What follows belongs to an exercise in optimizing a design on an open flow for small area and a short achievable clock period; a production flow would make more cautious choices. Only simulation tests tie the RTL to the original design; equivalence was not proved. No activity file was given, so power comes from the tool's default toggle rates.

## old
Design osd_overlay_top, start of the top module:
module osd_overlay_top (
    input  logic        clk_video,
    input  logic        rst_n,
    input  logic        cmd_frame,
    input  logic        cmd_valid,
    input  logic [7:0]  cmd_byte,
    input  logic [23:0] video_in,
    input  logic        de_in,
    input  logic        hs_in,
    input  logic        vs_in,
    input  logic [11:0] pixel_x,
    input  logic [11:0] pixel_y,
    output logic [23:0] video_out,
    output logic        de_out,
    output logic        hs_out,
    output logic        vs_out,
    output logic [31:0] status,
    output logic [15:0] joystick_0,
    output logic [15:0] joystick_1
);
    osd_pkg::cmd_word_u                 cmd_word;
    osd_pkg::buf_wr_t                   buf_wr;
    logic                      osd_enable;
    logic [2:0]                count;
    osd_pkg::buf_wr_t                   buf_in;
    logic [7:0]                oh_lp;
    logic [7:0]                oh_bit;
    logic [63:0]               cand;
    logic                      osd_visible;
    logic                      osd_dark;
    logic                      osd_inv;
    logic                      osd_bit;
    osd_pkg::video_bus_t                video_bus_in;
    osd_pkg::video_bus_t                video_bus_out;
    assign cmd_word     = cmd_byte;
  ...
Size: roughly 10,000 cells after synthesis, about 4,400 flip-flops, roughly 150 I/O pins.
==> flow/config.mk <==
export PLATFORM = sky130hd
export DESIGN_NAME = osd_overlay_top
export DESIGN_NICKNAME = osd_overlay_top
export VERILOG_FILES = /design/flow/design.v
export SDC_FILE = /design/flow/constraint.sdc
export NUM_CORES = 4
export LEC_CHECK = 0
export CAP_MARGIN = 20
export CORE_MARGIN = 2
export CORE_UTILIZATION = 70
export CTS_CLUSTER_DIAMETER = 70
export CTS_CLUSTER_SIZE = 30
export SETUP_SLACK_MARGIN = 4.8
export SLEW_MARGIN = 20
==> flow/constraint.sdc <==
create_clock -name core_clock -period 7.0 [get_ports {clk_video}]
set_input_delay 1.4000 -clock core_clock [delete_from_list [all_inputs] [get_ports {clk_video}]]
set_output_delay 1.4000 -clock core_clock [all_outputs]
set_load 0.01 [all_outputs]
run.sh (not shown) runs the stock make flow with config.mk's settings and CLKGATE_MAP_FILE= SYNTH_SCRIPT=/design/flow/synth_recipe.tcl, a recipe that flattens the netlist after the stock synthesis.
### old -> new
Settings: changing SETUP_SLACK_MARGIN from 4.8 to 4.5.
Notes after the runs:
- Compared with old, new instantiates a smaller number of standard cells.
- [new vs old] maximum number of pins on one net before global-route repair: lower in new
- A endpoint of the worst setup timing path of status[0] is what old shows, while status[20] belongs to new.
- Combinational share of power in new is 0.3 points below old.

========
Another version of the RTL of osd_overlay_top (not shown whole).
Size: ~4500 flip-flops, ~130000 µm² of cells after synthesis.
Settings: LEC_CHECK=0, CAP_MARGIN=20, CORE_MARGIN=2, CORE_UTILIZATION=62, CTS_CLUSTER_DIAMETER=70, CTS_CLUSTER_SIZE=30, SETUP_SLACK_MARGIN=4.5, SLEW_MARGIN=20, TNS_END_PERCENT=50; clock period 7.0 ns.
Rerun with:
- CORE_UTILIZATION: 62 -> 72
- CTS_CLUSTER_SIZE: 30 -> 32
- SETUP_SLACK_MARGIN: 4.5 -> 4.4
Result:
- The changed run finished with timing, DRC and antenna clean
- cell area is lower by 1.5%
- synthesized cell count does not change
- global-route usage is higher by 4.3 points
- die area is lower by about 14%
- sequential power is about the same
- synthesized area does not change

========
Setup of the baseline:
osd_overlay_top, a different RTL version from the one above (not shown whole).
Size in the first run: roughly 10000 cells after synthesis, ~4500 flip-flops, ~150 I/O pins, ~130000 um^2 of cells after synthesis.
Design osd_overlay_top, start of the top module:
module osd_overlay_top (
    input  logic        clk_video,
    input  logic        rst_n,
    input  logic        cmd_frame,
    input  logic        cmd_valid,
    input  logic [7:0]  cmd_byte,
    input  logic [23:0] video_in,
    input  logic        de_in,
    input  logic        hs_in,
    input  logic        vs_in,
    input  logic [11:0] pixel_x,
    input  logic [11:0] pixel_y,
    output logic [23:0] video_out,
    output logic        de_out,
    output logic        hs_out,
    output logic        vs_out,
    output logic [31:0] status,
    output logic [15:0] joystick_0,
    output logic [15:0] joystick_1
);
export LEC_CHECK = 0
export CAP_MARGIN = 20
export CORE_MARGIN = 2
export CORE_UTILIZATION = 55
export CTS_CLUSTER_DIAMETER = 80
export CTS_CLUSTER_SIZE = 28
export SETUP_SLACK_MARGIN = 4.5
export SLEW_MARGIN = 20
create_clock -name core_clock -period 7.0 [get_ports {clk_video}]
--- input diff the baseline..the candidate ---
- swapping 55 for 70 in CORE_UTILIZATION
- swapping 80 for 70 in CTS_CLUSTER_DIAMETER
- swapping 28 for 30 in CTS_CLUSTER_SIZE
[summary]
Looking at share of power burned in registers, the candidate sits 0.5 points above the baseline. met2 demand-to-capacity share in global routing was higher in the run labelled the candidate. Compared with the baseline, the candidate shows fraction of area in registers higher by 0.54 points. Delta (the candidate minus the baseline): layout clock buffer count went down; power density normalized to cell area comparable; count of multi-input gates comparable. The candidate vs. the baseline: die area went down; clock group share of total power lost 0.4 points; placed cell count dropped 5.4%. Utilization after layout for the candidate is higher than for the baseline.

==> separate check: timing with driven ports <==
In the flow no input, the clock included, has a driving cell. The finished layouts below were timed again as built, in two steps. Step 1, drivers: a clkbuf_16 drives clk_video and a buf_2 each remaining input, both assumed. Step 2 times the ports against the registers' clock, not the clock port: input delays grow and output delays shrink by t, the midpoint of the rising clock arrivals with the driver on. a / b / c = ideal / step 1 / step 2; a / b = the first two.
run | shift t [ns] | setup slack, ns | worst setup path after step 2 | worst register clock-pin slew, ns | worst slew at a driven data input, ns
old | 0.974 | 4.160 / 4.057 / 3.815 | input to register | 0.11 / 0.11 | 0.09
new | 0.964 | 4.166 / 4.068 / 3.665 | input to register | 0.11 / 0.11 | 0.22
the first run of note 2 | 0.964 | 4.160 / 4.064 / 3.505 | input to register | 0.11 / 0.11 | 0.06
the second run of note 2 | 0.955 | 4.171 / 4.072 / 3.450 | input to register | 0.12 / 0.12 | 0.10
the baseline | 0.950 | 4.076 / 3.984 / 3.691 | input to register | 0.11 / 0.11 | 0.20
the candidate | 0.957 | 4.098 / 4.004 / 3.729 | input to register | 0.11 / 0.11 | 0.08
After both steps every run listed still meets setup and hold. For the second run of note 2, which loses most, drivers alone change the setup slack by -0.099 ns; drivers and shift together by -0.721 ns.
